Context: an optimization exercise on an open-source flow, tuned for small area and a short achievable clock period. The choices shown serve that exercise and are no tape-out recipe.
Only simulation tests tie the RTL to the original design; equivalence was not proved.

==> flow/design.v (outline; a module is shown in full before it is edited, if it fits) <==
// module coefficient_regs: 69 lines
// module state_chain: 22 lines
// module stage2_a: 132 lines
// module stage2_b: 255 lines
// module mul_cs: 631 lines
// module iir_filter: 163 lines
module iir_filter (
	input  logic clk,
	input  logic rst,
	input  logic signed [14:0] data,
	input  logic data_en,
	input  logic wb_cyc,
	input  logic wb_stb,
	input  logic wb_we,
	input  logic [2:0] wb_adr,
	input  logic [31:0] wb_dat_i,
	output logic [31:0] wb_dat_o,
	output logic wb_ack,
	output logic signed [14:0] data_out,
	output logic data_out_en
);
  // ...
==> flow/flow/run.sh <==
#!/bin/bash
# The standard layout (standard.sh), with one option changed:
# MATCH_CELL_FOOTPRINT=0 lets the resizer swap a cell for one of another
# footprint (the platform sets 1). The make output goes to standard.log;
# ORFS keeps each step's own log in orfs/logs.
set -o pipefail
bash standard.sh MATCH_CELL_FOOTPRINT=0 finish > standard.log 2>&1
==> flow/standard.sh <==
#!/bin/bash
# synth_recipe.tcl (not shown) runs the flow's synth.tcl, then flattens the netlist and writes it again
# the make line also repeats each setting of config.mk as NAME=value (left out here)
make -C /OpenROAD-flow-scripts/flow DESIGN_CONFIG=/design/flow/config.mk WORK_HOME=/design/flow/orfs CLKGATE_MAP_FILE= SYNTH_SCRIPT=/design/flow/synth_recipe.tcl "${@:-finish}"
==> flow/config.mk <==
export PLATFORM = sky130hd
export DESIGN_NAME = iir_filter
export DESIGN_NICKNAME = iir_filter
export VERILOG_FILES = /design/flow/design.v
export SDC_FILE = /design/flow/constraint.sdc
export NUM_CORES = 4
export LEC_CHECK = 0
export CAP_MARGIN = 20
export CORE_MARGIN = 2
export CORE_UTILIZATION = 50
export SETUP_SLACK_MARGIN = 4.0
export SLEW_MARGIN = 20
==> flow/constraint.sdc <==
create_clock -name core_clock -period 8.0 [get_ports {clk}]
set_input_delay 1.6000 -clock core_clock [delete_from_list [all_inputs] [get_ports {clk}]]
set_output_delay 1.6000 -clock core_clock [all_outputs]
set_load 0.01 [all_outputs]
==> impl_table.tex, run 1 <==
\begin{tabular}{lr}
\hline
Metric & Value \\
\hline
\multicolumn{2}{l}{\textbf{Clock network}} \\
Number of buffers inserted to repair setup after CTS & 4 \\
CTS Buf Count & 47 \\
Root buffer selected by CTS & sky130\_fd\_sc\_hd\_\_clkbuf\_16 \\
\multicolumn{2}{l}{\textbf{Finish}} \\
Count of multi-input gates & between 2000 and 3000 \\
Share of cells above drive strength 1 & between 15 and 20\% \\
Area taken by multi-input logic gates & 19900 µm² \\
Portion of the layout cell area used by clock cells & under 10\% \\
Final std cell area, no fill & 35700 µm² \\
Count of buffers not belonging to the clock network in the layout & between 150 and 200 \\
\multicolumn{2}{l}{\textbf{Die}} \\
Horiz. Die Dim & between 200 and 300 µm \\
Number of ports placed on the die boundary & between 100 and 150 \\
\multicolumn{2}{l}{\textbf{Critical path}} \\
Crit. path cell count & 6 \\
Startpoint of the worst register-to-register path & i\_state\_chain.w1[6]\$\_DFFE\_PP0P\_ \\
Category of the most critical setup path & in -> reg \\
Critical path capture point & ga[3]\$\_DFF\_P\_ \\
Path depth of the worst reg2reg path & 14 \\
\multicolumn{2}{l}{\textbf{GRT}} \\
Global route hottest layer & met2 \\
Maximum number of pins on one net before global-route repair & 144 \\
Global-route wire length before repair & between 100 and 150 mm \\
Met3 track demand over resource in global routing & 3.73\% \\
\multicolumn{2}{l}{\textbf{Logic synthesis}} \\
Commonest cells in the netlist & 352 x sky130\_fd\_sc\_hd\_\_inv\_1, 337 x sky130\_fd\_sc\_hd\_\_a21oi\_1, 309 x sky130\_fd\_sc\_hd\_\_nand2\_1, 308 x sky130\_fd\_sc\_hd\_\_nor2\_1, 220 x sky130\_fd\_sc\_hd\_\_mux2\_2 \\
\multicolumn{2}{l}{\textbf{Route}} \\
Wirelength per Cell & approximately 22 µm \\
TritonRoute pass-1 iters & 5 \\
\multicolumn{2}{l}{\textbf{Min path}} \\
Cell depth of the worst hold path & 0 \\
Hold worst-path end & s[4]\$\_DFF\_PP0\_ \\
\multicolumn{2}{l}{\textbf{Timing}} \\
Final critical-path setup slack & roughly 4 ns \\
\multicolumn{2}{l}{\textbf{Outcome}} \\
Status & no timing/DRC/antenna violations \\
\hline
\end{tabular}
==> module state_chain, before the edit <==
module state_chain (
	input  logic clk,
	input  logic rst,
	input  logic [14:0] data,
	input  logic data_en,
	input  logic [14:0] den_sum,
	output logic [14:0] w1,
	output logic [14:0] w2,
	output logic [14:0] w3
);
	always_ff @(posedge clk or posedge rst) begin
		if (rst) begin
			w1 <= '0;
			w2 <= '0;
			w3 <= '0;
		end else if (data_en) begin
			w1 <= data - den_sum;
			w2 <= w1;
			w3 <= w2;
		end
	end
endmodule
==> module stage2_a, before the edit <==
module stage2_a (
	input  logic [14:0] hs,
	input  logic [14:0] hc,
	input  logic [14:0] add0,
	input  logic cy,
	output logic [14:0] y
);
	wire s1;
	wire c2;
	assign s1 = add0[0] ^ cy;
	assign c2 = add0[0] & cy;
	wire s3;
	wire c4;
	assign s3 = add0[1] ^ hc[1];
	assign c4 = add0[1] & hc[1];
	wire s5;
	wire c6;
	assign s5 = add0[2] ^ hc[2];
	assign c6 = add0[2] & hc[2];
	wire s7;
	wire c8;
	assign s7 = add0[3] ^ hc[3];
	assign c8 = add0[3] & hc[3];
	wire s9;
	wire c10;
	assign s9 = add0[4] ^ hc[4];
	assign c10 = add0[4] & hc[4];
	wire s11;
	wire c12;
	assign s11 = add0[5] ^ hc[5];
	assign c12 = add0[5] & hc[5];
	wire s13;
	wire c14;
	assign s13 = add0[6] ^ hc[6];
	assign c14 = add0[6] & hc[6];
	wire s15;
	wire c16;
	assign s15 = add0[7] ^ hc[7];
	assign c16 = add0[7] & hc[7];
	wire s17;
	wire c18;
	assign s17 = add0[8] ^ hc[8];
	assign c18 = add0[8] & hc[8];
	wire s19;
	wire c20;
	assign s19 = add0[9] ^ hc[9];
	assign c20 = add0[9] & hc[9];
	wire s21;
	wire c22;
	assign s21 = add0[10] ^ hc[10];
	assign c22 = add0[10] & hc[10];
	wire s23;
	wire c24;
	assign s23 = add0[11] ^ hc[11];
	assign c24 = add0[11] & hc[11];
	wire s25;
	wire c26;
	assign s25 = add0[12] ^ hc[12];
	assign c26 = add0[12] & hc[12];
	wire s27;
	wire c28;
	assign s27 = add0[13] ^ hc[13];
	assign c28 = add0[13] & hc[13];
	wire s29;
	wire c30;
	assign s29 = add0[14] ^ hc[14];
	assign c30 = add0[14] & hc[14];
	wire s31;
	wire c32;
	assign s31 = hc[0] ^ hs[0];
	assign c32 = hc[0] & hs[0];
	wire s33;
	wire c34;
	assign s33 = hs[1] ^ c2 ^ s3;
	assign c34 = (hs[1] & c2) | (s3 & (hs[1] ^ c2));
	wire s35;
	wire c36;
	assign s35 = hs[2] ^ c4 ^ s5;
	assign c36 = (hs[2] & c4) | (s5 & (hs[2] ^ c4));
	wire s37;
	wire c38;
	assign s37 = hs[3] ^ c6 ^ s7;
	assign c38 = (hs[3] & c6) | (s7 & (hs[3] ^ c6));
	wire s39;
	wire c40;
	assign s39 = hs[4] ^ c8 ^ s9;
	assign c40 = (hs[4] & c8) | (s9 & (hs[4] ^ c8));
	wire s41;
	wire c42;
	assign s41 = hs[5] ^ c10 ^ s11;
	assign c42 = (hs[5] & c10) | (s11 & (hs[5] ^ c10));
	wire s43;
	wire c44;
	assign s43 = hs[6] ^ c12 ^ s13;
	assign c44 = (hs[6] & c12) | (s13 & (hs[6] ^ c12));
	wire s45;
	wire c46;
	assign s45 = hs[7] ^ c14 ^ s15;
	assign c46 = (hs[7] & c14) | (s15 & (hs[7] ^ c14));
	wire s47;
	wire c48;
	assign s47 = hs[8] ^ c16 ^ s17;
	assign c48 = (hs[8] & c16) | (s17 & (hs[8] ^ c16));
	wire s49;
	wire c50;
	assign s49 = hs[9] ^ c18 ^ s19;
	assign c50 = (hs[9] & c18) | (s19 & (hs[9] ^ c18));
	wire s51;
	wire c52;
	assign s51 = hs[10] ^ c20 ^ s21;
	assign c52 = (hs[10] & c20) | (s21 & (hs[10] ^ c20));
	wire s53;
	wire c54;
	assign s53 = hs[11] ^ c22 ^ s23;
	assign c54 = (hs[11] & c22) | (s23 & (hs[11] ^ c22));
	wire s55;
	wire c56;
	assign s55 = hs[12] ^ c24 ^ s25;
	assign c56 = (hs[12] & c24) | (s25 & (hs[12] ^ c24));
	wire s57;
	wire c58;
	assign s57 = hs[13] ^ c26 ^ s27;
	assign c58 = (hs[13] & c26) | (s27 & (hs[13] ^ c26));
	wire s59;
	wire c60;
	assign s59 = hs[14] ^ c28 ^ s29;
	assign c60 = (hs[14] & c28) | (s29 & (hs[14] ^ c28));
	logic [14:0] r0, r1;
	assign r0 = {s59, s57, s55, s53, s51, s49, s47, s45, s43, s41, s39, s37, s35, s33, s31};
	assign r1 = {c58, c56, c54, c52, c50, c48, c46, c44, c42, c40, c38, c36, c34, c32, s1};
	assign y = r0 + r1;
endmodule
==> module stage2_b, before the edit <==
module stage2_b (
	input  logic [14:0] hs,
	input  logic [14:0] hc,
	input  logic [14:0] add0,
	input  logic [14:0] hs2,
	input  logic [14:0] hc2,
	input  logic cy,
	input  logic cy2,
	output logic [14:0] y
);
	wire s1;
	wire c2;
	assign s1 = add0[0] ^ cy;
	assign c2 = add0[0] & cy;
	wire s3;
	wire c4;
	assign s3 = hc[0] ^ hs[0] ^ cy2;
	assign c4 = (hc[0] & hs[0]) | (cy2 & (hc[0] ^ hs[0]));
	wire s5;
	wire c6;
	assign s5 = add0[1] ^ hc[1] ^ hs[1];
	assign c6 = (add0[1] & hc[1]) | (hs[1] & (add0[1] ^ hc[1]));
	wire s7;
	wire c8;
	assign s7 = c2 ^ hc2[1];
	assign c8 = c2 & hc2[1];
	wire s9;
	wire c10;
	assign s9 = add0[2] ^ hc[2] ^ hs[2];
	assign c10 = (add0[2] & hc[2]) | (hs[2] & (add0[2] ^ hc[2]));
	wire s11;
	wire c12;
	assign s11 = hc2[2] ^ hs2[2];
	assign c12 = hc2[2] & hs2[2];
	wire s13;
	wire c14;
	assign s13 = add0[3] ^ hc[3] ^ hs[3];
	assign c14 = (add0[3] & hc[3]) | (hs[3] & (add0[3] ^ hc[3]));
	wire s15;
	wire c16;
	assign s15 = hc2[3] ^ hs2[3];
	assign c16 = hc2[3] & hs2[3];
	wire s17;
	wire c18;
	assign s17 = add0[4] ^ hc[4] ^ hs[4];
	assign c18 = (add0[4] & hc[4]) | (hs[4] & (add0[4] ^ hc[4]));
	wire s19;
	wire c20;
	assign s19 = hc2[4] ^ hs2[4];
	assign c20 = hc2[4] & hs2[4];
	wire s21;
	wire c22;
	assign s21 = add0[5] ^ hc[5] ^ hs[5];
	assign c22 = (add0[5] & hc[5]) | (hs[5] & (add0[5] ^ hc[5]));
	wire s23;
	wire c24;
	assign s23 = hc2[5] ^ hs2[5];
	assign c24 = hc2[5] & hs2[5];
	wire s25;
	wire c26;
	assign s25 = add0[6] ^ hc[6] ^ hs[6];
	assign c26 = (add0[6] & hc[6]) | (hs[6] & (add0[6] ^ hc[6]));
	wire s27;
	wire c28;
	assign s27 = hc2[6] ^ hs2[6];
	assign c28 = hc2[6] & hs2[6];
	wire s29;
	wire c30;
	assign s29 = add0[7] ^ hc[7] ^ hs[7];
	assign c30 = (add0[7] & hc[7]) | (hs[7] & (add0[7] ^ hc[7]));
	wire s31;
	wire c32;
	assign s31 = hc2[7] ^ hs2[7];
	assign c32 = hc2[7] & hs2[7];
	wire s33;
	wire c34;
	assign s33 = add0[8] ^ hc[8] ^ hs[8];
	assign c34 = (add0[8] & hc[8]) | (hs[8] & (add0[8] ^ hc[8]));
	wire s35;
	wire c36;
	assign s35 = hc2[8] ^ hs2[8];
	assign c36 = hc2[8] & hs2[8];
	wire s37;
	wire c38;
	assign s37 = add0[9] ^ hc[9] ^ hs[9];
	assign c38 = (add0[9] & hc[9]) | (hs[9] & (add0[9] ^ hc[9]));
	wire s39;
	wire c40;
	assign s39 = hc2[9] ^ hs2[9];
	assign c40 = hc2[9] & hs2[9];
	wire s41;
	wire c42;
	assign s41 = add0[10] ^ hc[10] ^ hs[10];
	assign c42 = (add0[10] & hc[10]) | (hs[10] & (add0[10] ^ hc[10]));
	wire s43;
	wire c44;
	assign s43 = hc2[10] ^ hs2[10];
	assign c44 = hc2[10] & hs2[10];
	wire s45;
	wire c46;
	assign s45 = add0[11] ^ hc[11] ^ hs[11];
	assign c46 = (add0[11] & hc[11]) | (hs[11] & (add0[11] ^ hc[11]));
	wire s47;
	wire c48;
	assign s47 = hc2[11] ^ hs2[11];
	assign c48 = hc2[11] & hs2[11];
	wire s49;
	wire c50;
	assign s49 = add0[12] ^ hc[12] ^ hs[12];
	assign c50 = (add0[12] & hc[12]) | (hs[12] & (add0[12] ^ hc[12]));
	wire s51;
	wire c52;
	assign s51 = hc2[12] ^ hs2[12];
	assign c52 = hc2[12] & hs2[12];
	wire s53;
	wire c54;
	assign s53 = add0[13] ^ hc[13] ^ hs[13];
	assign c54 = (add0[13] & hc[13]) | (hs[13] & (add0[13] ^ hc[13]));
	wire s55;
	wire c56;
	assign s55 = hc2[13] ^ hs2[13];
	assign c56 = hc2[13] & hs2[13];
	wire s57;
	wire c58;
	assign s57 = add0[14] ^ hc[14] ^ hs[14];
	assign c58 = (add0[14] & hc[14]) | (hs[14] & (add0[14] ^ hc[14]));
	wire s59;
	wire c60;
	assign s59 = hc2[14] ^ hs2[14];
	assign c60 = hc2[14] & hs2[14];
	wire s61;
	wire c62;
	assign s61 = hc2[0] ^ hs2[0];
	assign c62 = hc2[0] & hs2[0];
	wire s63;
	wire c64;
	assign s63 = hs2[1] ^ s5 ^ c4;
	assign c64 = (hs2[1] & s5) | (c4 & (hs2[1] ^ s5));
	wire s65;
	wire c66;
	assign s65 = c6 ^ s9 ^ c8;
	assign c66 = (c6 & s9) | (c8 & (c6 ^ s9));
	wire s67;
	wire c68;
	assign s67 = c10 ^ s13 ^ c12;
	assign c68 = (c10 & s13) | (c12 & (c10 ^ s13));
	wire s69;
	wire c70;
	assign s69 = c14 ^ s17 ^ c16;
	assign c70 = (c14 & s17) | (c16 & (c14 ^ s17));
	wire s71;
	wire c72;
	assign s71 = c18 ^ s21 ^ c20;
	assign c72 = (c18 & s21) | (c20 & (c18 ^ s21));
	wire s73;
	wire c74;
	assign s73 = c22 ^ s25 ^ c24;
	assign c74 = (c22 & s25) | (c24 & (c22 ^ s25));
	wire s75;
	wire c76;
	assign s75 = c26 ^ s29 ^ c28;
	assign c76 = (c26 & s29) | (c28 & (c26 ^ s29));
	wire s77;
	wire c78;
	assign s77 = c30 ^ s33 ^ c32;
	assign c78 = (c30 & s33) | (c32 & (c30 ^ s33));
	wire s79;
	wire c80;
	assign s79 = c34 ^ s37 ^ c36;
	assign c80 = (c34 & s37) | (c36 & (c34 ^ s37));
	wire s81;
	wire c82;
	assign s81 = c38 ^ s41 ^ c40;
	assign c82 = (c38 & s41) | (c40 & (c38 ^ s41));
	wire s83;
	wire c84;
	assign s83 = c42 ^ s45 ^ c44;
	assign c84 = (c42 & s45) | (c44 & (c42 ^ s45));
	wire s85;
	wire c86;
	assign s85 = c46 ^ s49 ^ c48;
	assign c86 = (c46 & s49) | (c48 & (c46 ^ s49));
	wire s87;
	wire c88;
	assign s87 = c50 ^ s53 ^ c52;
	assign c88 = (c50 & s53) | (c52 & (c50 ^ s53));
	wire s89;
	wire c90;
	assign s89 = c54 ^ s57 ^ c56;
	assign c90 = (c54 & s57) | (c56 & (c54 ^ s57));
	wire s91;
	wire c92;
	assign s91 = s1 ^ s3;
	assign c92 = s1 & s3;
	wire s93;
	wire c94;
	assign s93 = c62 ^ s7 ^ s63;
	assign c94 = (c62 & s7) | (s63 & (c62 ^ s7));
	wire s95;
	wire c96;
	assign s95 = s11 ^ c64 ^ s65;
	assign c96 = (s11 & c64) | (s65 & (s11 ^ c64));
	wire s97;
	wire c98;
	assign s97 = s15 ^ c66 ^ s67;
	assign c98 = (s15 & c66) | (s67 & (s15 ^ c66));
	wire s99;
	wire c100;
	assign s99 = s19 ^ c68 ^ s69;
	assign c100 = (s19 & c68) | (s69 & (s19 ^ c68));
	wire s101;
	wire c102;
	assign s101 = s23 ^ c70 ^ s71;
	assign c102 = (s23 & c70) | (s71 & (s23 ^ c70));
	wire s103;
	wire c104;
	assign s103 = s27 ^ c72 ^ s73;
	assign c104 = (s27 & c72) | (s73 & (s27 ^ c72));
	wire s105;
	wire c106;
	assign s105 = s31 ^ c74 ^ s75;
	assign c106 = (s31 & c74) | (s75 & (s31 ^ c74));
	wire s107;
	wire c108;
	assign s107 = s35 ^ c76 ^ s77;
	assign c108 = (s35 & c76) | (s77 & (s35 ^ c76));
	wire s109;
	wire c110;
	assign s109 = s39 ^ c78 ^ s79;
	assign c110 = (s39 & c78) | (s79 & (s39 ^ c78));
	wire s111;
	wire c112;
	assign s111 = s43 ^ c80 ^ s81;
	assign c112 = (s43 & c80) | (s81 & (s43 ^ c80));
	wire s113;
	wire c114;
	assign s113 = s47 ^ c82 ^ s83;
	assign c114 = (s47 & c82) | (s83 & (s47 ^ c82));
	wire s115;
	wire c116;
	assign s115 = s51 ^ c84 ^ s85;
	assign c116 = (s51 & c84) | (s85 & (s51 ^ c84));
	wire s117;
	wire c118;
	assign s117 = s55 ^ c86 ^ s87;
	assign c118 = (s55 & c86) | (s87 & (s55 ^ c86));
	wire s119;
	wire c120;
	assign s119 = s59 ^ c88 ^ s89;
	assign c120 = (s59 & c88) | (s89 & (s59 ^ c88));
	logic [14:0] r0, r1;
	assign r0 = {s119, s117, s115, s113, s111, s109, s107, s105, s103, s101, s99, s97, s95, s93, s91};
	assign r1 = {c118, c116, c114, c112, c110, c108, c106, c104, c102, c100, c98, c96, c94, c92, s61};
	assign y = r0 + r1;
endmodule
==> run 2, diff against run 1 <==
--- a/flow/design.v
+++ b/flow/design.v
@@ -83,21 +83,28 @@
 	assign wb_dat_o = {{7{rd_q[24]}}, rd_q};
 endmodule
 `timescale 1ns/1ps
 module state_chain (
 	input  logic clk,
 	input  logic rst,
 	input  logic [14:0] data,
 	input  logic data_en,
-	input  logic [14:0] den_sum,
+	input  logic [14:0] den_s,
+	input  logic [14:0] den_c,
 	output logic [14:0] w1,
 	output logic [14:0] w2,
 	output logic [14:0] w3
 );
+	logic [14:0] den_sum;
+	den_add i_den_add (
+		.a (den_s),
+		.b (den_c),
+		.y (den_sum)
+	);
 	always_ff @(posedge clk or posedge rst) begin
 		if (rst) begin
 			w1 <= '0;
 			w2 <= '0;
 			w3 <= '0;
 		end else if (data_en) begin
 			w1 <= data - den_sum;
 			w2 <= w1;
@@ -105,398 +112,595 @@
 		end
 	end
 endmodule
 `timescale 1ns/1ps
 module stage2_a (
 	input  logic [14:0] hs,
 	input  logic [14:0] hc,
 	input  logic [14:0] add0,
+	input  logic [14:0] add1,
 	input  logic cy,
 	output logic [14:0] y
 );
 	wire s1;
 	wire c2;
-	assign s1 = add0[0] ^ cy;
-	assign c2 = add0[0] & cy;
+	assign s1 = add0[0] ^ add1[0];
+	assign c2 = add0[0] & add1[0];
 	wire s3;
 	wire c4;
-	assign s3 = add0[1] ^ hc[1];
-	assign c4 = add0[1] & hc[1];
+	assign s3 = add0[1] ^ add1[1];
+	assign c4 = add0[1] & add1[1];
 	wire s5;
 	wire c6;
-	assign s5 = add0[2] ^ hc[2];
-	assign c6 = add0[2] & hc[2];
+	assign s5 = add0[2] ^ add1[2];
+	assign c6 = add0[2] & add1[2];
 	wire s7;
 	wire c8;
-	assign s7 = add0[3] ^ hc[3];
-	assign c8 = add0[3] & hc[3];
+	assign s7 = add0[3] ^ add1[3];
+	assign c8 = add0[3] & add1[3];
 	wire s9;
 	wire c10;
-	assign s9 = add0[4] ^ hc[4];
-	assign c10 = add0[4] & hc[4];
+	assign s9 = add0[4] ^ add1[4];
+	assign c10 = add0[4] & add1[4];
 	wire s11;
 	wire c12;
-	assign s11 = add0[5] ^ hc[5];
-	assign c12 = add0[5] & hc[5];
+	assign s11 = add0[5] ^ add1[5];
+	assign c12 = add0[5] & add1[5];
 	wire s13;
 	wire c14;
-	assign s13 = add0[6] ^ hc[6];
-	assign c14 = add0[6] & hc[6];
+	assign s13 = add0[6] ^ add1[6];
+	assign c14 = add0[6] & add1[6];
 	wire s15;
 	wire c16;
-	assign s15 = add0[7] ^ hc[7];
-	assign c16 = add0[7] & hc[7];
+	assign s15 = add0[7] ^ add1[7];
+	assign c16 = add0[7] & add1[7];
 	wire s17;
 	wire c18;
-	assign s17 = add0[8] ^ hc[8];
-	assign c18 = add0[8] & hc[8];
+	assign s17 = add0[8] ^ add1[8];
+	assign c18 = add0[8] & add1[8];
 	wire s19;
 	wire c20;
-	assign s19 = add0[9] ^ hc[9];
-	assign c20 = add0[9] & hc[9];
+	assign s19 = add0[9] ^ add1[9];
+	assign c20 = add0[9] & add1[9];
 	wire s21;
 	wire c22;
-	assign s21 = add0[10] ^ hc[10];
-	assign c22 = add0[10] & hc[10];
+	assign s21 = add0[10] ^ add1[10];
+	assign c22 = add0[10] & add1[10];
 	wire s23;
 	wire c24;
-	assign s23 = add0[11] ^ hc[11];
-	assign c24 = add0[11] & hc[11];
+	assign s23 = add0[11] ^ add1[11];
+	assign c24 = add0[11] & add1[11];
 	wire s25;
 	wire c26;
-	assign s25 = add0[12] ^ hc[12];
-	assign c26 = add0[12] & hc[12];
+	assign s25 = add0[12] ^ add1[12];
+	assign c26 = add0[12] & add1[12];
 	wire s27;
 	wire c28;
-	assign s27 = add0[13] ^ hc[13];
-	assign c28 = add0[13] & hc[13];
+	assign s27 = add0[13] ^ add1[13];
+	assign c28 = add0[13] & add1[13];
 	wire s29;
 	wire c30;
-	assign s29 = add0[14] ^ hc[14];
-	assign c30 = add0[14] & hc[14];
+	assign s29 = add0[14] ^ add1[14];
+	assign c30 = add0[14] & add1[14];
 	wire s31;
 	wire c32;
-	assign s31 = hc[0] ^ hs[0];
-	assign c32 = hc[0] & hs[0];
+	assign s31 = cy ^ hc[0];
+	assign c32 = cy & hc[0];
 	wire s33;
 	wire c34;
-	assign s33 = hs[1] ^ c2 ^ s3;
-	assign c34 = (hs[1] & c2) | (s3 & (hs[1] ^ c2));
+	assign s33 = hc[1] ^ hs[1] ^ c2;
+	assign c34 = (hc[1] & hs[1]) | (c2 & (hc[1] ^ hs[1]));
 	wire s35;
 	wire c36;
-	assign s35 = hs[2] ^ c4 ^ s5;
-	assign c36 = (hs[2] & c4) | (s5 & (hs[2] ^ c4));
+	assign s35 = hc[2] ^ hs[2] ^ c4;
+	assign c36 = (hc[2] & hs[2]) | (c4 & (hc[2] ^ hs[2]));
 	wire s37;
 	wire c38;
-	assign s37 = hs[3] ^ c6 ^ s7;
-	assign c38 = (hs[3] & c6) | (s7 & (hs[3] ^ c6));
+	assign s37 = hc[3] ^ hs[3] ^ c6;
+	assign c38 = (hc[3] & hs[3]) | (c6 & (hc[3] ^ hs[3]));
 	wire s39;
 	wire c40;
-	assign s39 = hs[4] ^ c8 ^ s9;
-	assign c40 = (hs[4] & c8) | (s9 & (hs[4] ^ c8));
+	assign s39 = hc[4] ^ hs[4] ^ c8;
+	assign c40 = (hc[4] & hs[4]) | (c8 & (hc[4] ^ hs[4]));
 	wire s41;
 	wire c42;
-	assign s41 = hs[5] ^ c10 ^ s11;
-	assign c42 = (hs[5] & c10) | (s11 & (hs[5] ^ c10));
+	assign s41 = hc[5] ^ hs[5] ^ c10;
+	assign c42 = (hc[5] & hs[5]) | (c10 & (hc[5] ^ hs[5]));
 	wire s43;
 	wire c44;
-	assign s43 = hs[6] ^ c12 ^ s13;
-	assign c44 = (hs[6] & c12) | (s13 & (hs[6] ^ c12));
+	assign s43 = hc[6] ^ hs[6] ^ c12;
+	assign c44 = (hc[6] & hs[6]) | (c12 & (hc[6] ^ hs[6]));
 	wire s45;
 	wire c46;
-	assign s45 = hs[7] ^ c14 ^ s15;
-	assign c46 = (hs[7] & c14) | (s15 & (hs[7] ^ c14));
+	assign s45 = hc[7] ^ hs[7] ^ c14;
+	assign c46 = (hc[7] & hs[7]) | (c14 & (hc[7] ^ hs[7]));
 	wire s47;
 	wire c48;
-	assign s47 = hs[8] ^ c16 ^ s17;
-	assign c48 = (hs[8] & c16) | (s17 & (hs[8] ^ c16));
+	assign s47 = hc[8] ^ hs[8] ^ c16;
+	assign c48 = (hc[8] & hs[8]) | (c16 & (hc[8] ^ hs[8]));
 	wire s49;
 	wire c50;
-	assign s49 = hs[9] ^ c18 ^ s19;
-	assign c50 = (hs[9] & c18) | (s19 & (hs[9] ^ c18));
+	assign s49 = hc[9] ^ hs[9] ^ c18;
+	assign c50 = (hc[9] & hs[9]) | (c18 & (hc[9] ^ hs[9]));
 	wire s51;
 	wire c52;
-	assign s51 = hs[10] ^ c20 ^ s21;
-	assign c52 = (hs[10] & c20) | (s21 & (hs[10] ^ c20));
+	assign s51 = hc[10] ^ hs[10] ^ c20;
+	assign c52 = (hc[10] & hs[10]) | (c20 & (hc[10] ^ hs[10]));
 	wire s53;
 	wire c54;
-	assign s53 = hs[11] ^ c22 ^ s23;
-	assign c54 = (hs[11] & c22) | (s23 & (hs[11] ^ c22));
+	assign s53 = hc[11] ^ hs[11] ^ c22;
+	assign c54 = (hc[11] & hs[11]) | (c22 & (hc[11] ^ hs[11]));
 	wire s55;
 	wire c56;
-	assign s55 = hs[12] ^ c24 ^ s25;
-	assign c56 = (hs[12] & c24) | (s25 & (hs[12] ^ c24));
+	assign s55 = hc[12] ^ hs[12] ^ c24;
+	assign c56 = (hc[12] & hs[12]) | (c24 & (hc[12] ^ hs[12]));
 	wire s57;
 	wire c58;
-	assign s57 = hs[13] ^ c26 ^ s27;
-	assign c58 = (hs[13] & c26) | (s27 & (hs[13] ^ c26));
+	assign s57 = hc[13] ^ hs[13] ^ c26;
+	assign c58 = (hc[13] & hs[13]) | (c26 & (hc[13] ^ hs[13]));
 	wire s59;
 	wire c60;
-	assign s59 = hs[14] ^ c28 ^ s29;
-	assign c60 = (hs[14] & c28) | (s29 & (hs[14] ^ c28));
+	assign s59 = hc[14] ^ hs[14] ^ c28;
+	assign c60 = (hc[14] & hs[14]) | (c28 & (hc[14] ^ hs[14]));
+	wire s61;
+	wire c62;
+	assign s61 = hs[0] ^ s1;
+	assign c62 = hs[0] & s1;
+	wire s63;
+	wire c64;
+	assign s63 = c32 ^ s3 ^ s33;
+	assign c64 = (c32 & s3) | (s33 & (c32 ^ s3));
+	wire s65;
+	wire c66;
+	assign s65 = s5 ^ c34 ^ s35;
+	assign c66 = (s5 & c34) | (s35 & (s5 ^ c34));
+	wire s67;
+	wire c68;
+	assign s67 = s7 ^ c36 ^ s37;
+	assign c68 = (s7 & c36) | (s37 & (s7 ^ c36));
+	wire s69;
+	wire c70;
+	assign s69 = s9 ^ c38 ^ s39;
+	assign c70 = (s9 & c38) | (s39 & (s9 ^ c38));
+	wire s71;
+	wire c72;
+	assign s71 = s11 ^ c40 ^ s41;
+	assign c72 = (s11 & c40) | (s41 & (s11 ^ c40));
+	wire s73;
+	wire c74;
+	assign s73 = s13 ^ c42 ^ s43;
+	assign c74 = (s13 & c42) | (s43 & (s13 ^ c42));
+	wire s75;
+	wire c76;
+	assign s75 = s15 ^ c44 ^ s45;
+	assign c76 = (s15 & c44) | (s45 & (s15 ^ c44));
+	wire s77;
+	wire c78;
+	assign s77 = s17 ^ c46 ^ s47;
+	assign c78 = (s17 & c46) | (s47 & (s17 ^ c46));
+	wire s79;
+	wire c80;
+	assign s79 = s19 ^ c48 ^ s49;
+	assign c80 = (s19 & c48) | (s49 & (s19 ^ c48));
+	wire s81;
+	wire c82;
+	assign s81 = s21 ^ c50 ^ s51;
+	assign c82 = (s21 & c50) | (s51 & (s21 ^ c50));
+	wire s83;
+	wire c84;
+	assign s83 = s23 ^ c52 ^ s53;
+	assign c84 = (s23 & c52) | (s53 & (s23 ^ c52));
+	wire s85;
+	wire c86;
+	assign s85 = s25 ^ c54 ^ s55;
+	assign c86 = (s25 & c54) | (s55 & (s25 ^ c54));
+	wire s87;
+	wire c88;
+	assign s87 = s27 ^ c56 ^ s57;
+	assign c88 = (s27 & c56) | (s57 & (s27 ^ c56));
+	wire s89;
+	wire c90;
+	assign s89 = s29 ^ c58 ^ s59;
+	assign c90 = (s29 & c58) | (s59 & (s29 ^ c58));
 	logic [14:0] r0, r1;
-	assign r0 = {s59, s57, s55, s53, s51, s49, s47, s45, s43, s41, s39, s37, s35, s33, s31};
-	assign r1 = {c58, c56, c54, c52, c50, c48, c46, c44, c42, c40, c38, c36, c34, c32, s1};
+	assign r0 = {s89, s87, s85, s83, s81, s79, s77, s75, s73, s71, s69, s67, s65, s63, s61};
+	assign r1 = {c88, c86, c84, c82, c80, c78, c76, c74, c72, c70, c68, c66, c64, c62, s31};
 	assign y = r0 + r1;
 endmodule
 module stage2_b (
 	input  logic [14:0] hs,
 	input  logic [14:0] hc,
 	input  logic [14:0] add0,
+	input  logic [14:0] add1,
 	input  logic [14:0] hs2,
 	input  logic [14:0] hc2,
 	input  logic cy,
 	input  logic cy2,
-	output logic [14:0] y
+	output logic [14:0] ys,
+	output logic [14:0] yc
 );
 	wire s1;
 	wire c2;
-	assign s1 = add0[0] ^ cy;
-	assign c2 = add0[0] & cy;
+	assign s1 = add0[0] ^ add1[0] ^ cy;
+	assign c2 = (add0[0] & add1[0]) | (cy & (add0[0] ^ add1[0]));
 	wire s3;
 	wire c4;
-	assign s3 = hc[0] ^ hs[0] ^ cy2;
-	assign c4 = (hc[0] & hs[0]) | (cy2 & (hc[0] ^ hs[0]));
+	assign s3 = add0[1] ^ add1[1];
+	assign c4 = add0[1] & add1[1];
 	wire s5;
 	wire c6;
-	assign s5 = add0[1] ^ hc[1] ^ hs[1];
-	assign c6 = (add0[1] & hc[1]) | (hs[1] & (add0[1] ^ hc[1]));
+	assign s5 = add0[2] ^ add1[2];
+	assign c6 = add0[2] & add1[2];
 	wire s7;
 	wire c8;
-	assign s7 = c2 ^ hc2[1];
-	assign c8 = c2 & hc2[1];
+	assign s7 = add0[3] ^ add1[3];
+	assign c8 = add0[3] & add1[3];
 	wire s9;
 	wire c10;
-	assign s9 = add0[2] ^ hc[2] ^ hs[2];
-	assign c10 = (add0[2] & hc[2]) | (hs[2] & (add0[2] ^ hc[2]));
+	assign s9 = add0[4] ^ add1[4];
+	assign c10 = add0[4] & add1[4];
 	wire s11;
 	wire c12;
-	assign s11 = hc2[2] ^ hs2[2];
-	assign c12 = hc2[2] & hs2[2];
+	assign s11 = add0[5] ^ add1[5];
+	assign c12 = add0[5] & add1[5];
 	wire s13;
 	wire c14;
-	assign s13 = add0[3] ^ hc[3] ^ hs[3];
-	assign c14 = (add0[3] & hc[3]) | (hs[3] & (add0[3] ^ hc[3]));
+	assign s13 = add0[6] ^ add1[6];
+	assign c14 = add0[6] & add1[6];
 	wire s15;
 	wire c16;
-	assign s15 = hc2[3] ^ hs2[3];
-	assign c16 = hc2[3] & hs2[3];
+	assign s15 = add0[7] ^ add1[7];
+	assign c16 = add0[7] & add1[7];
 	wire s17;
 	wire c18;
-	assign s17 = add0[4] ^ hc[4] ^ hs[4];
-	assign c18 = (add0[4] & hc[4]) | (hs[4] & (add0[4] ^ hc[4]));
+	assign s17 = add0[8] ^ add1[8];
+	assign c18 = add0[8] & add1[8];
 	wire s19;
 	wire c20;
-	assign s19 = hc2[4] ^ hs2[4];
-	assign c20 = hc2[4] & hs2[4];
+	assign s19 = add0[9] ^ add1[9];
+	assign c20 = add0[9] & add1[9];
 	wire s21;
 	wire c22;
-	assign s21 = add0[5] ^ hc[5] ^ hs[5];
-	assign c22 = (add0[5] & hc[5]) | (hs[5] & (add0[5] ^ hc[5]));
+	assign s21 = add0[10] ^ add1[10];
+	assign c22 = add0[10] & add1[10];
 	wire s23;
 	wire c24;
-	assign s23 = hc2[5] ^ hs2[5];
-	assign c24 = hc2[5] & hs2[5];
+	assign s23 = add0[11] ^ add1[11];
+	assign c24 = add0[11] & add1[11];
 	wire s25;
 	wire c26;
-	assign s25 = add0[6] ^ hc[6] ^ hs[6];
-	assign c26 = (add0[6] & hc[6]) | (hs[6] & (add0[6] ^ hc[6]));
+	assign s25 = add0[12] ^ add1[12];
+	assign c26 = add0[12] & add1[12];
 	wire s27;
 	wire c28;
-	assign s27 = hc2[6] ^ hs2[6];
-	assign c28 = hc2[6] & hs2[6];
+	assign s27 = add0[13] ^ add1[13];
+	assign c28 = add0[13] & add1[13];
 	wire s29;
 	wire c30;
-	assign s29 = add0[7] ^ hc[7] ^ hs[7];
-	assign c30 = (add0[7] & hc[7]) | (hs[7] & (add0[7] ^ hc[7]));
+	assign s29 = add0[14] ^ add1[14];
+	assign c30 = add0[14] & add1[14];
 	wire s31;
 	wire c32;
-	assign s31 = hc2[7] ^ hs2[7];
-	assign c32 = hc2[7] & hs2[7];
+	assign s31 = hc[0] ^ hs[0] ^ cy2;
+	assign c32 = (hc[0] & hs[0]) | (cy2 & (hc[0] ^ hs[0]));
 	wire s33;
 	wire c34;
-	assign s33 = add0[8] ^ hc[8] ^ hs[8];
-	assign c34 = (add0[8] & hc[8]) | (hs[8] & (add0[8] ^ hc[8]));
+	assign s33 = hc[1] ^ hs[1] ^ c2;
+	assign c34 = (hc[1] & hs[1]) | (c2 & (hc[1] ^ hs[1]));
 	wire s35;
 	wire c36;
-	assign s35 = hc2[8] ^ hs2[8];
-	assign c36 = hc2[8] & hs2[8];
+	assign s35 = hc2[1] ^ hs2[1];
+	assign c36 = hc2[1] & hs2[1];
 	wire s37;
 	wire c38;
-	assign s37 = add0[9] ^ hc[9] ^ hs[9];
-	assign c38 = (add0[9] & hc[9]) | (hs[9] & (add0[9] ^ hc[9]));
+	assign s37 = hc[2] ^ hs[2] ^ c4;
+	assign c38 = (hc[2] & hs[2]) | (c4 & (hc[2] ^ hs[2]));
 	wire s39;
 	wire c40;
-	assign s39 = hc2[9] ^ hs2[9];
-	assign c40 = hc2[9] & hs2[9];
+	assign s39 = hc2[2] ^ hs2[2] ^ s5;
+	assign c40 = (hc2[2] & hs2[2]) | (s5 & (hc2[2] ^ hs2[2]));
 	wire s41;
 	wire c42;
-	assign s41 = add0[10] ^ hc[10] ^ hs[10];
-	assign c42 = (add0[10] & hc[10]) | (hs[10] & (add0[10] ^ hc[10]));
+	assign s41 = hc[3] ^ hs[3] ^ c6;
+	assign c42 = (hc[3] & hs[3]) | (c6 & (hc[3] ^ hs[3]));
 	wire s43;
 	wire c44;
-	assign s43 = hc2[10] ^ hs2[10];
-	assign c44 = hc2[10] & hs2[10];
+	assign s43 = hc2[3] ^ hs2[3] ^ s7;
+	assign c44 = (hc2[3] & hs2[3]) | (s7 & (hc2[3] ^ hs2[3]));
 	wire s45;
 	wire c46;
-	assign s45 = add0[11] ^ hc[11] ^ hs[11];
-	assign c46 = (add0[11] & hc[11]) | (hs[11] & (add0[11] ^ hc[11]));
+	assign s45 = hc[4] ^ hs[4] ^ c8;
+	assign c46 = (hc[4] & hs[4]) | (c8 & (hc[4] ^ hs[4]));
 	wire s47;
 	wire c48;
-	assign s47 = hc2[11] ^ hs2[11];
-	assign c48 = hc2[11] & hs2[11];
+	assign s47 = hc2[4] ^ hs2[4] ^ s9;
+	assign c48 = (hc2[4] & hs2[4]) | (s9 & (hc2[4] ^ hs2[4]));
 	wire s49;
 	wire c50;
-	assign s49 = add0[12] ^ hc[12] ^ hs[12];
-	assign c50 = (add0[12] & hc[12]) | (hs[12] & (add0[12] ^ hc[12]));
+	assign s49 = hc[5] ^ hs[5] ^ c10;
+	assign c50 = (hc[5] & hs[5]) | (c10 & (hc[5] ^ hs[5]));
 	wire s51;
 	wire c52;
-	assign s51 = hc2[12] ^ hs2[12];
-	assign c52 = hc2[12] & hs2[12];
+	assign s51 = hc2[5] ^ hs2[5] ^ s11;
+	assign c52 = (hc2[5] & hs2[5]) | (s11 & (hc2[5] ^ hs2[5]));
 	wire s53;
 	wire c54;
-	assign s53 = add0[13] ^ hc[13] ^ hs[13];
-	assign c54 = (add0[13] & hc[13]) | (hs[13] & (add0[13] ^ hc[13]));
+	assign s53 = hc[6] ^ hs[6] ^ c12;
+	assign c54 = (hc[6] & hs[6]) | (c12 & (hc[6] ^ hs[6]));
 	wire s55;
 	wire c56;
-	assign s55 = hc2[13] ^ hs2[13];
-	assign c56 = hc2[13] & hs2[13];
+	assign s55 = hc2[6] ^ hs2[6] ^ s13;
+	assign c56 = (hc2[6] & hs2[6]) | (s13 & (hc2[6] ^ hs2[6]));
 	wire s57;
 	wire c58;
-	assign s57 = add0[14] ^ hc[14] ^ hs[14];
-	assign c58 = (add0[14] & hc[14]) | (hs[14] & (add0[14] ^ hc[14]));
+	assign s57 = hc[7] ^ hs[7] ^ c14;
+	assign c58 = (hc[7] & hs[7]) | (c14 & (hc[7] ^ hs[7]));
 	wire s59;
 	wire c60;
-	assign s59 = hc2[14] ^ hs2[14];
-	assign c60 = hc2[14] & hs2[14];
+	assign s59 = hc2[7] ^ hs2[7] ^ s15;
+	assign c60 = (hc2[7] & hs2[7]) | (s15 & (hc2[7] ^ hs2[7]));
 	wire s61;
 	wire c62;
-	assign s61 = hc2[0] ^ hs2[0];
-	assign c62 = hc2[0] & hs2[0];
+	assign s61 = hc[8] ^ hs[8] ^ c16;
+	assign c62 = (hc[8] & hs[8]) | (c16 & (hc[8] ^ hs[8]));
 	wire s63;
 	wire c64;
-	assign s63 = hs2[1] ^ s5 ^ c4;
-	assign c64 = (hs2[1] & s5) | (c4 & (hs2[1] ^ s5));
+	assign s63 = hc2[8] ^ hs2[8] ^ s17;
+	assign c64 = (hc2[8] & hs2[8]) | (s17 & (hc2[8] ^ hs2[8]));
 	wire s65;
 	wire c66;
-	assign s65 = c6 ^ s9 ^ c8;
-	assign c66 = (c6 & s9) | (c8 & (c6 ^ s9));
+	assign s65 = hc[9] ^ hs[9] ^ c18;
+	assign c66 = (hc[9] & hs[9]) | (c18 & (hc[9] ^ hs[9]));
 	wire s67;
 	wire c68;
-	assign s67 = c10 ^ s13 ^ c12;
-	assign c68 = (c10 & s13) | (c12 & (c10 ^ s13));
+	assign s67 = hc2[9] ^ hs2[9] ^ s19;
+	assign c68 = (hc2[9] & hs2[9]) | (s19 & (hc2[9] ^ hs2[9]));
 	wire s69;
 	wire c70;
-	assign s69 = c14 ^ s17 ^ c16;
-	assign c70 = (c14 & s17) | (c16 & (c14 ^ s17));
+	assign s69 = hc[10] ^ hs[10] ^ c20;
+	assign c70 = (hc[10] & hs[10]) | (c20 & (hc[10] ^ hs[10]));
 	wire s71;
 	wire c72;
-	assign s71 = c18 ^ s21 ^ c20;
-	assign c72 = (c18 & s21) | (c20 & (c18 ^ s21));
+	assign s71 = hc2[10] ^ hs2[10] ^ s21;
+	assign c72 = (hc2[10] & hs2[10]) | (s21 & (hc2[10] ^ hs2[10]));
 	wire s73;
 	wire c74;
-	assign s73 = c22 ^ s25 ^ c24;
-	assign c74 = (c22 & s25) | (c24 & (c22 ^ s25));
+	assign s73 = hc[11] ^ hs[11] ^ c22;
+	assign c74 = (hc[11] & hs[11]) | (c22 & (hc[11] ^ hs[11]));
 	wire s75;
 	wire c76;
-	assign s75 = c26 ^ s29 ^ c28;
-	assign c76 = (c26 & s29) | (c28 & (c26 ^ s29));
+	assign s75 = hc2[11] ^ hs2[11] ^ s23;
+	assign c76 = (hc2[11] & hs2[11]) | (s23 & (hc2[11] ^ hs2[11]));
 	wire s77;
 	wire c78;
-	assign s77 = c30 ^ s33 ^ c32;
-	assign c78 = (c30 & s33) | (c32 & (c30 ^ s33));
+	assign s77 = hc[12] ^ hs[12] ^ c24;
+	assign c78 = (hc[12] & hs[12]) | (c24 & (hc[12] ^ hs[12]));
 	wire s79;
 	wire c80;
-	assign s79 = c34 ^ s37 ^ c36;
-	assign c80 = (c34 & s37) | (c36 & (c34 ^ s37));
+	assign s79 = hc2[12] ^ hs2[12] ^ s25;
+	assign c80 = (hc2[12] & hs2[12]) | (s25 & (hc2[12] ^ hs2[12]));
 	wire s81;
 	wire c82;
-	assign s81 = c38 ^ s41 ^ c40;
-	assign c82 = (c38 & s41) | (c40 & (c38 ^ s41));
+	assign s81 = hc[13] ^ hs[13] ^ c26;
+	assign c82 = (hc[13] & hs[13]) | (c26 & (hc[13] ^ hs[13]));
 	wire s83;
 	wire c84;
-	assign s83 = c42 ^ s45 ^ c44;
-	assign c84 = (c42 & s45) | (c44 & (c42 ^ s45));
+	assign s83 = hc2[13] ^ hs2[13] ^ s27;
+	assign c84 = (hc2[13] & hs2[13]) | (s27 & (hc2[13] ^ hs2[13]));
 	wire s85;
 	wire c86;
-	assign s85 = c46 ^ s49 ^ c48;
-	assign c86 = (c46 & s49) | (c48 & (c46 ^ s49));
+	assign s85 = hc[14] ^ hs[14] ^ c28;
+	assign c86 = (hc[14] & hs[14]) | (c28 & (hc[14] ^ hs[14]));
 	wire s87;
 	wire c88;
-	assign s87 = c50 ^ s53 ^ c52;
-	assign c88 = (c50 & s53) | (c52 & (c50 ^ s53));
+	assign s87 = hc2[14] ^ hs2[14] ^ s29;
+	assign c88 = (hc2[14] & hs2[14]) | (s29 & (hc2[14] ^ hs2[14]));
 	wire s89;
 	wire c90;
-	assign s89 = c54 ^ s57 ^ c56;
-	assign c90 = (c54 & s57) | (c56 & (c54 ^ s57));
+	assign s89 = hc2[0] ^ hs2[0];
+	assign c90 = hc2[0] & hs2[0];
 	wire s91;
 	wire c92;
-	assign s91 = s1 ^ s3;
-	assign c92 = s1 & s3;
+	assign s91 = s3 ^ c32 ^ s33;
+	assign c92 = (s3 & c32) | (s33 & (s3 ^ c32));
 	wire s93;
 	wire c94;
-	assign s93 = c62 ^ s7 ^ s63;
-	assign c94 = (c62 & s7) | (s63 & (c62 ^ s7));
+	assign s93 = c34 ^ c36 ^ s37;
+	assign c94 = (c34 & c36) | (s37 & (c34 ^ c36));
 	wire s95;
 	wire c96;
-	assign s95 = s11 ^ c64 ^ s65;
-	assign c96 = (s11 & c64) | (s65 & (s11 ^ c64));
+	assign s95 = c38 ^ c40 ^ s41;
+	assign c96 = (c38 & c40) | (s41 & (c38 ^ c40));
 	wire s97;
 	wire c98;
-	assign s97 = s15 ^ c66 ^ s67;
-	assign c98 = (s15 & c66) | (s67 & (s15 ^ c66));
+	assign s97 = c42 ^ c44 ^ s45;
+	assign c98 = (c42 & c44) | (s45 & (c42 ^ c44));
 	wire s99;
 	wire c100;
-	assign s99 = s19 ^ c68 ^ s69;
-	assign c100 = (s19 & c68) | (s69 & (s19 ^ c68));
+	assign s99 = c46 ^ c48 ^ s49;
+	assign c100 = (c46 & c48) | (s49 & (c46 ^ c48));
 	wire s101;
 	wire c102;
-	assign s101 = s23 ^ c70 ^ s71;
-	assign c102 = (s23 & c70) | (s71 & (s23 ^ c70));
+	assign s101 = c50 ^ c52 ^ s53;
+	assign c102 = (c50 & c52) | (s53 & (c50 ^ c52));
 	wire s103;
 	wire c104;
-	assign s103 = s27 ^ c72 ^ s73;
-	assign c104 = (s27 & c72) | (s73 & (s27 ^ c72));
+	assign s103 = c54 ^ c56 ^ s57;
+	assign c104 = (c54 & c56) | (s57 & (c54 ^ c56));
 	wire s105;
 	wire c106;
-	assign s105 = s31 ^ c74 ^ s75;
-	assign c106 = (s31 & c74) | (s75 & (s31 ^ c74));
+	assign s105 = c58 ^ c60 ^ s61;
+	assign c106 = (c58 & c60) | (s61 & (c58 ^ c60));
 	wire s107;
 	wire c108;
-	assign s107 = s35 ^ c76 ^ s77;
-	assign c108 = (s35 & c76) | (s77 & (s35 ^ c76));
+	assign s107 = c62 ^ c64 ^ s65;
+	assign c108 = (c62 & c64) | (s65 & (c62 ^ c64));
 	wire s109;
 	wire c110;
-	assign s109 = s39 ^ c78 ^ s79;
-	assign c110 = (s39 & c78) | (s79 & (s39 ^ c78));
+	assign s109 = c66 ^ c68 ^ s69;
+	assign c110 = (c66 & c68) | (s69 & (c66 ^ c68));
 	wire s111;
 	wire c112;
-	assign s111 = s43 ^ c80 ^ s81;
-	assign c112 = (s43 & c80) | (s81 & (s43 ^ c80));
+	assign s111 = c70 ^ c72 ^ s73;
+	assign c112 = (c70 & c72) | (s73 & (c70 ^ c72));
 	wire s113;
 	wire c114;
-	assign s113 = s47 ^ c82 ^ s83;
-	assign c114 = (s47 & c82) | (s83 & (s47 ^ c82));
+	assign s113 = c74 ^ c76 ^ s77;
+	assign c114 = (c74 & c76) | (s77 & (c74 ^ c76));
 	wire s115;
 	wire c116;
-	assign s115 = s51 ^ c84 ^ s85;
-	assign c116 = (s51 & c84) | (s85 & (s51 ^ c84));
+	assign s115 = c78 ^ c80 ^ s81;
+	assign c116 = (c78 & c80) | (s81 & (c78 ^ c80));
 	wire s117;
 	wire c118;
-	assign s117 = s55 ^ c86 ^ s87;
-	assign c118 = (s55 & c86) | (s87 & (s55 ^ c86));
+	assign s117 = c82 ^ c84 ^ s85;
+	assign c118 = (c82 & c84) | (s85 & (c82 ^ c84));
 	wire s119;
 	wire c120;
-	assign s119 = s59 ^ c88 ^ s89;
-	assign c120 = (s59 & c88) | (s89 & (s59 ^ c88));
-	logic [14:0] r0, r1;
-	assign r0 = {s119, s117, s115, s113, s111, s109, s107, s105, s103, s101, s99, s97, s95, s93, s91};
-	assign r1 = {c118, c116, c114, c112, c110, c108, c106, c104, c102, c100, c98, c96, c94, c92, s61};
-	assign y = r0 + r1;
+	assign s119 = s1 ^ s31;
+	assign c120 = s1 & s31;
+	wire s121;
+	wire c122;
+	assign s121 = c90 ^ s35 ^ s91;
+	assign c122 = (c90 & s35) | (s91 & (c90 ^ s35));
+	wire s123;
+	wire c124;
+	assign s123 = s39 ^ c92 ^ s93;
+	assign c124 = (s39 & c92) | (s93 & (s39 ^ c92));
+	wire s125;
+	wire c126;
+	assign s125 = s43 ^ c94 ^ s95;
+	assign c126 = (s43 & c94) | (s95 & (s43 ^ c94));
+	wire s127;
+	wire c128;
+	assign s127 = s47 ^ c96 ^ s97;
+	assign c128 = (s47 & c96) | (s97 & (s47 ^ c96));
+	wire s129;
+	wire c130;
+	assign s129 = s51 ^ c98 ^ s99;
+	assign c130 = (s51 & c98) | (s99 & (s51 ^ c98));
+	wire s131;
+	wire c132;
+	assign s131 = s55 ^ c100 ^ s101;
+	assign c132 = (s55 & c100) | (s101 & (s55 ^ c100));
+	wire s133;
+	wire c134;
+	assign s133 = s59 ^ c102 ^ s103;
+	assign c134 = (s59 & c102) | (s103 & (s59 ^ c102));
+	wire s135;
+	wire c136;
+	assign s135 = s63 ^ c104 ^ s105;
+	assign c136 = (s63 & c104) | (s105 & (s63 ^ c104));
+	wire s137;
+	wire c138;
+	assign s137 = s67 ^ c106 ^ s107;
+	assign c138 = (s67 & c106) | (s107 & (s67 ^ c106));
+	wire s139;
+	wire c140;
+	assign s139 = s71 ^ c108 ^ s109;
+	assign c140 = (s71 & c108) | (s109 & (s71 ^ c108));
+	wire s141;
+	wire c142;
+	assign s141 = s75 ^ c110 ^ s111;
+	assign c142 = (s75 & c110) | (s111 & (s75 ^ c110));
+	wire s143;
+	wire c144;
+	assign s143 = s79 ^ c112 ^ s113;
+	assign c144 = (s79 & c112) | (s113 & (s79 ^ c112));
+	wire s145;
+	wire c146;
+	assign s145 = s83 ^ c114 ^ s115;
+	assign c146 = (s83 & c114) | (s115 & (s83 ^ c114));
+	wire s147;
+	wire c148;
+	assign s147 = s87 ^ c116 ^ s117;
+	assign c148 = (s87 & c116) | (s117 & (s87 ^ c116));
+	assign ys = {s147, s145, s143, s141, s139, s137, s135, s133, s131, s129, s127, s125, s123, s121, s119};
+	assign yc = {c146, c144, c142, c140, c138, c136, c134, c132, c130, c128, c126, c124, c122, c120, s89};
+endmodule
+module den_add (
+	input  logic [14:0] a,
+	input  logic [14:0] b,
+	output logic [14:0] y
+);
+	logic [14:0] p0, g0;
+	assign p0 = a ^ b;
+	assign g0 = a & b;
+	wire g1_1 = g0[1] | (p0[1] & g0[0]);
+	wire p1_1 = p0[1] & p0[0];
+	wire g1_3 = g0[3] | (p0[3] & g0[2]);
+	wire p1_3 = p0[3] & p0[2];
+	wire g1_5 = g0[5] | (p0[5] & g0[4]);
+	wire p1_5 = p0[5] & p0[4];
+	wire g1_7 = g0[7] | (p0[7] & g0[6]);
+	wire p1_7 = p0[7] & p0[6];
+	wire g1_9 = g0[9] | (p0[9] & g0[8]);
+	wire p1_9 = p0[9] & p0[8];
+	wire g1_11 = g0[11] | (p0[11] & g0[10]);
+	wire p1_11 = p0[11] & p0[10];
+	wire g1_13 = g0[13] | (p0[13] & g0[12]);
+	wire p1_13 = p0[13] & p0[12];
+	wire g2_2 = g0[2] | (p0[2] & g1_1);
+	wire p2_2 = p0[2] & p1_1;
+	wire g2_3 = g1_3 | (p1_3 & g1_1);
+	wire p2_3 = p1_3 & p1_1;
+	wire g2_6 = g0[6] | (p0[6] & g1_5);
+	wire p2_6 = p0[6] & p1_5;
+	wire g2_7 = g1_7 | (p1_7 & g1_5);
+	wire p2_7 = p1_7 & p1_5;
+	wire g2_10 = g0[10] | (p0[10] & g1_9);
+	wire p2_10 = p0[10] & p1_9;
+	wire g2_11 = g1_11 | (p1_11 & g1_9);
+	wire p2_11 = p1_11 & p1_9;
+	wire g2_14 = g0[14] | (p0[14] & g1_13);
+	wire p2_14 = p0[14] & p1_13;
+	wire g3_4 = g0[4] | (p0[4] & g2_3);
+	wire p3_4 = p0[4] & p2_3;
+	wire g3_5 = g1_5 | (p1_5 & g2_3);
+	wire p3_5 = p1_5 & p2_3;
+	wire g3_6 = g2_6 | (p2_6 & g2_3);
+	wire p3_6 = p2_6 & p2_3;
+	wire g3_7 = g2_7 | (p2_7 & g2_3);
+	wire p3_7 = p2_7 & p2_3;
+	wire g3_12 = g0[12] | (p0[12] & g2_11);
+	wire p3_12 = p0[12] & p2_11;
+	wire g3_13 = g1_13 | (p1_13 & g2_11);
+	wire p3_13 = p1_13 & p2_11;
+	wire g3_14 = g2_14 | (p2_14 & g2_11);
+	wire p3_14 = p2_14 & p2_11;
+	wire g4_8 = g0[8] | (p0[8] & g3_7);
+	wire p4_8 = p0[8] & p3_7;
+	wire g4_9 = g1_9 | (p1_9 & g3_7);
+	wire p4_9 = p1_9 & p3_7;
+	wire g4_10 = g2_10 | (p2_10 & g3_7);
+	wire p4_10 = p2_10 & p3_7;
+	wire g4_11 = g2_11 | (p2_11 & g3_7);
+	wire p4_11 = p2_11 & p3_7;
+	wire g4_12 = g3_12 | (p3_12 & g3_7);
+	wire p4_12 = p3_12 & p3_7;
+	wire g4_13 = g3_13 | (p3_13 & g3_7);
+	wire p4_13 = p3_13 & p3_7;
+	wire g4_14 = g3_14 | (p3_14 & g3_7);
+	wire p4_14 = p3_14 & p3_7;
+	assign y[0] = p0[0];
+	assign y[1] = p0[1] ^ g0[0];
+	assign y[2] = p0[2] ^ g1_1;
+	assign y[3] = p0[3] ^ g2_2;
+	assign y[4] = p0[4] ^ g2_3;
+	assign y[5] = p0[5] ^ g3_4;
+	assign y[6] = p0[6] ^ g3_5;
+	assign y[7] = p0[7] ^ g3_6;
+	assign y[8] = p0[8] ^ g3_7;
+	assign y[9] = p0[9] ^ g4_8;
+	assign y[10] = p0[10] ^ g4_9;
+	assign y[11] = p0[11] ^ g4_10;
+	assign y[12] = p0[12] ^ g4_11;
+	assign y[13] = p0[13] ^ g4_12;
+	assign y[14] = p0[14] ^ g4_13;
 endmodule
 `timescale 1ns/1ps
 module mul_cs (
 	input  logic [14:0] w,
 	input  logic [20:0] g,
 	output logic [14:0] hs,
 	output logic [14:0] hc,
 	output logic cy
@@ -1140,19 +1344,19 @@
 	output logic wb_ack,
 	output logic signed [14:0] data_out,
 	output logic data_out_en
 );
 	logic wr;
 	logic [24:0] g_b0, g_b1, g_b2, g_b3, g_a1, g_a2, g_a3;
 	logic [24:0] n_b0, n_b1, n_b2, n_b3, n_a1, n_a2, n_a3;
 	logic [14:0] w1, w2, w3;
-	logic [14:0] den, num;
-	logic [14:0] ra, rb;
-	logic [14:0] ya, yb;
+	logic [14:0] den_s, den_c, num_s, num_c;
+	logic [14:0] ra, rb_s, rb_c;
+	logic [14:0] ya, yb_s, yb_c;
 	logic [4:0] s;
 	logic samp;
 	logic oen_q;
 	coefficient_regs i_coefficient_regs (
 		.clk      (clk),
 		.rst      (rst),
 		.wb_cyc   (wb_cyc),
 		.wb_stb   (wb_stb),
@@ -1177,17 +1381,18 @@
 		.n_a2     (n_a2),
 		.n_a3     (n_a3)
 	);
 	state_chain i_state_chain (
 		.clk     (clk),
 		.rst     (rst),
 		.data    (data),
 		.data_en (data_en),
-		.den_sum (den),
+		.den_s   (den_s),
+		.den_c   (den_c),
 		.w1      (w1),
 		.w2      (w2),
 		.w3      (w3)
 	);
 	logic start;
 	assign start = data_en || wr;
 	always_ff @(posedge clk or posedge rst) begin
 		if (rst) begin
@@ -1251,41 +1456,57 @@
 		pb_s <= hb_s;
 		pb_c <= hb_c;
 		pb_y <= hb_y;
 	end
 	stage2_a i_stage2_a (
 		.hs   (pa_s),
 		.hc   (pa_c),
 		.cy   (pa_y),
-		.add0 (num),
+		.add0 (num_s),
+		.add1 (num_c),
 		.y    (ya)
 	);
 	logic use_a;
 	assign use_a = !s[1];
 	stage2_b i_stage2_b (
 		.hs   (pb_s),
 		.hc   (pb_c),
 		.cy   (pb_y),
 		.hs2  (use_a ? pa_s : 15'd0),
 		.hc2  (use_a ? pa_c : 15'd0),
 		.cy2  (use_a && pa_y),
-		.add0 (rb),
-		.y    (yb)
+		.add0 (rb_s),
+		.add1 (rb_c),
+		.ys   (yb_s),
+		.yc   (yb_c)
 	);
 	always_ff @(posedge clk or posedge rst) begin
 		if (rst) begin
 			ra <= '0;
-			den <= '0;
-			num <= '0;
+			den_s <= '0;
+			den_c <= '0;
+			num_s <= '0;
+			num_c <= '0;
 		end else begin
 			ra <= ya;
-			if (s[2]) den <= yb;
-			if (s[4]) num <= yb;
+			if (s[2]) begin
+				den_s <= yb_s;
+				den_c <= yb_c;
+			end
+			if (s[4]) begin
+				num_s <= yb_s;
+				num_c <= yb_c;
+			end
 		end
 	end
 	always_ff @(posedge clk) begin
-		if (s[0] || s[2]) rb <= '0;
-		else rb <= yb;
+		if (s[0] || s[2]) begin
+			rb_s <= '0;
+			rb_c <= '0;
+		end else begin
+			rb_s <= yb_s;
+			rb_c <= yb_c;
+		end
 	end
 	assign data_out = ra;
 	assign data_out_en = oen_q;
 endmodule
==> flow/run.sh (new file) <==
#!/bin/bash
# synth_recipe.tcl (not shown) runs the flow's synth.tcl, then flattens the netlist and writes it again
# the make line also repeats each setting of config.mk as NAME=value (left out here)
make -C /OpenROAD-flow-scripts/flow DESIGN_CONFIG=/design/flow/config.mk WORK_HOME=/design/flow/orfs CLKGATE_MAP_FILE= SYNTH_SCRIPT=/design/flow/synth_recipe.tcl finish
==> flow/config.mk (replaced) <==
export PLATFORM = sky130hd
export DESIGN_NAME = iir_filter
export DESIGN_NICKNAME = iir_filter
export VERILOG_FILES = /design/flow/design.v
export SDC_FILE = /design/flow/constraint.sdc
export NUM_CORES = 4
export LEC_CHECK = 0
export CAP_MARGIN = 20
export CORE_MARGIN = 2
export CORE_UTILIZATION = 50
export SETUP_SLACK_MARGIN = 4.5
export SLEW_MARGIN = 20
removed: flow/flow/run.sh
removed: flow/standard.sh
==> run 2 against run 1 <==
Effect of this change:
- non-clock buffer count up 94
- register-to-register slack gained 0.23 ns
- synthesized cell count hardly changed
- sequential cell count rose by 45
- clock skew down 0.015 ns
- fmax increased by 7.5%
- largest cell class unchanged
==> impl_table.tex, run 2 <==
\begin{tabular}{lr}
\hline
Metric & Value \\
\hline
\multicolumn{2}{l}{\textbf{Outcome}} \\
Status & no timing/DRC/antenna violations \\
\multicolumn{2}{l}{\textbf{Finish}} \\
Final std cell area, no fill & 39700 µm² (+11\%) \\
Commonest non-fill, non-tap cell in the layout & sky130\_fd\_sc\_hd\_\_a21oi\_1 \\
Commonest non-fill, non-tap cells in the layout & 327 x sky130\_fd\_sc\_hd\_\_a21oi\_1, 294 x sky130\_fd\_sc\_hd\_\_inv\_1, 257 x sky130\_fd\_sc\_hd\_\_nand2\_1, 256 x sky130\_fd\_sc\_hd\_\_nor2\_1, 231 x sky130\_fd\_sc\_hd\_\_mux2\_2 \\
Share of cells above drive strength 1 & 22.3\% (+6.9 points) \\
Nets@finish & between 4000 and 5000 \\
Fillcell total & 5716 \\
Layout overhead on the synthesized area & 16.5\% \\
\multicolumn{2}{l}{\textbf{Logic synthesis}} \\
Gate Count Post-Synth & $\sim$3600 \\
Post-synth top flop & sky130\_fd\_sc\_hd\_\_dfrtp\_1 \\
Mean instance size in the synthesized netlist & between 9 and 10 µm² \\
Register bit count reported by yosys & 477 \\
Number of enable-type register cells in the synthesized netlist & 0 \\
Most instantiated library cell after synthesis & sky130\_fd\_sc\_hd\_\_a21oi\_1 \\
Post-Syn Nets & 4031 \\
Combinational family with the most area after synthesis & compound AO/OA/AOI/OAI gates \\
Adder-Cell Fraction of Synth Area & 17.6\% \\
Commonest cells in the netlist & 340 x sky130\_fd\_sc\_hd\_\_a21oi\_1, 313 x sky130\_fd\_sc\_hd\_\_inv\_1, 268 x sky130\_fd\_sc\_hd\_\_nor2\_1, 265 x sky130\_fd\_sc\_hd\_\_nand2\_1, 231 x sky130\_fd\_sc\_hd\_\_mux2\_2 \\
\multicolumn{2}{l}{\textbf{Place}} \\
Post-DP HPWL & 68.2 mm \\
Cell area after placement & 35400 µm² \\
\multicolumn{2}{l}{\textbf{Clock network}} \\
CTS Buf Count & 53 (+13\%) \\
Root buffer selected by CTS & sky130\_fd\_sc\_hd\_\_clkbuf\_16 \\
Deepest clock path buffer count & 3 \\
Count of clock tree sinks & roughly 480 \\
Clock transition time at the flip-flop clock pins of the worst setup and hold paths & 0.06 ns \\
\multicolumn{2}{l}{\textbf{Die}} \\
Horiz. Die Dim & 265 µm (+2.5\%) \\
Die area & roughly 70000 µm² \\
Number of ports placed on the die boundary & 105 (unchanged) \\
Area of the core & approximately 67000 µm² \\
\multicolumn{2}{l}{\textbf{Timing}} \\
Setup repair after global routing missed its margin & true \\
Fin. max-slew vios & 0 \\
Final Critical Period & approximately 3.6 ns \\
Final critical-path setup slack & 4.35 ns (+0.272 ns) \\
Setup Viol. Count Final & 0 \\
\multicolumn{2}{l}{\textbf{Route}} \\
1st-iter DRT viols & 2792 \\
Wirelength per Cell & 23.3 µm (+7.9\%) \\
TritonRoute pass-1 iters & 6 (+1) \\
\multicolumn{2}{l}{\textbf{Critical path}} \\
Required @ worst endpoint & between 8 and 9 ns \\
Most repeated library cell on the critical path & sky130\_fd\_sc\_hd\_\_inv\_1 \\
Category of the worst setup path launch point & primary input \\
Endpoint kind of the worst setup timing path & flop \\
Maximum fanout encountered on the critical timing path & 3 \\
Category of the most critical setup path & in -> reg \\
\multicolumn{2}{l}{\textbf{GRT}} \\
Global-route wire length before repair & 159 mm (+6.7\%) \\
Maximum number of pins on one net before global-route repair & 166 (+15\%) \\
\hline
\end{tabular}
-- run 2: changes by cell type after synthesis, sizes merged, moves of 12 or more --
cell	delta
o211ai	-13
and2	+19
clkbuf	+53
buf	-45
o22ai	+17
inv	-39
dfrtp	+30
nor2	-37
nand2	-45
mux2	+30
dfxtp	+15
fa	+29
o21ai	-37
nor2b	+12
-- run 2: kinds of logic (layout without fill, tap and decap cells) --
group,Yosys count,in the layout
multiplexers,330,330
XOR/XNOR,142,142
other,0,2
adder cells (fa/ha/maj),353,353
AND/OR/NAND/NOR,718,718
flip-flops,477,477
AO/OA/AOI/OAI,982,982
buffers and inverters,639,682
-- run 2: what timing repair did --
action                                  4_1_cts  5_1_grt
buffers inserted                             29       59
gates cloned                                  9       10
endpoints found under the setup margin      240      120
hold buffers                                  0        0
resized for setup                           160      174
pin swaps                                    13       59
-- run 2: layout make-up --
type	count	area, µm²	area share, %
clock buffers	76	1540	3.89
well taps	873	1090	2.75
flip-flops and latches	477	11300	28.4
clock inverters	23	372	0.936
repair buffers	262	2950	7.42
inverters	318	1260	3.16
repair inverters	3	15.0	0.0378
diodes	2	5.00	0.0126
multi-input cells	2525	21200	53.4
-- run 2: worst paths after layout --
check | start | end | cells past startpoint
min reg2reg | s[3]$_DFF_PP0_ | s[4]$_DFF_PP0_ | 0
max | data[0] | i_state_chain.w1[14]$_DFFE_PP0P_ | 12
min in group asynchronous | rst | i_coefficient_regs.g_a1[0]$_DFFE_PP0P_ | 2
max reg2reg | den_s[0]$_DFFE_PP0P_ | i_state_chain.w1[14]$_DFFE_PP0P_ | 16
min | s[3]$_DFF_PP0_ | s[4]$_DFF_PP0_ | 0
max in group asynchronous | rst | i_state_chain.w1[1]$_DFFE_PP0P_ | 3
-- run 2: critical path, delay by kind of cell --
family / cells / cell delay, ns
adders and majority gates: 2 / 0.59
buffers and inverters: 3 / 0.54
and+or+nand+nor: 1 / 0.07
AOI/OAI and AO/OA: 5 / 1.12
muxes: 1 / 0.25
-- run 2: metrics by stage --
| stage | instances | hold slack (ns) | util, % |
|---|---|---|---|
| floorplan | 3641 | 0.331 | - |
| global placement | 4350 | 0.336 | 52.5 |
| detailed placement | 4351 | 0.336 | 52.5 |
| CTS | 4488 | 0.300 | 56.8 |
| global route | 4557 | 0.313 | 58.9 |
| finish | 4559 | 0.307 | 58.9 |
-- run 2: per-layer routing --
layer	wire (µm)	vias up	track usage [%]
met5	0	-	0
met4	3330	0	8.35
met3	7040	208	3.46
met2	49300	1134	46.5
met1	46600	14060	41.3
li1	-	12531	-

afterwards: timing with drivers on the ports:
The results above use ideal ports. As a check the final layouts listed here were re-extracted and re-timed, cells and wires unchanged.
Step 1, drivers: a clkbuf_16 drives clk and a buf_2 each remaining input, both assumed.
Step 2 adds t to the input delays and takes it off the output delays; t is the mean of the earliest and latest rising clock arrival at the registers after step 1. Input paths then give back, and output paths get back, about the clock's delay inside the block.
Three values: ideal ports, drivers, drivers and shift; two values: the first two.
run	t (ns)	slack for setup (ns)	latest minus earliest clock arrival (ns)
run 1	0.659	4.078 / 4.114 / 3.455	0.070 / 0.070
run 2	0.670	4.350 / 4.353 / 3.720	0.051 / 0.051
After both steps every run listed still meets setup and hold. The setup slack of run 2, which loses most, moves by +0.003 ns with the drivers and by -0.630 ns with both steps.
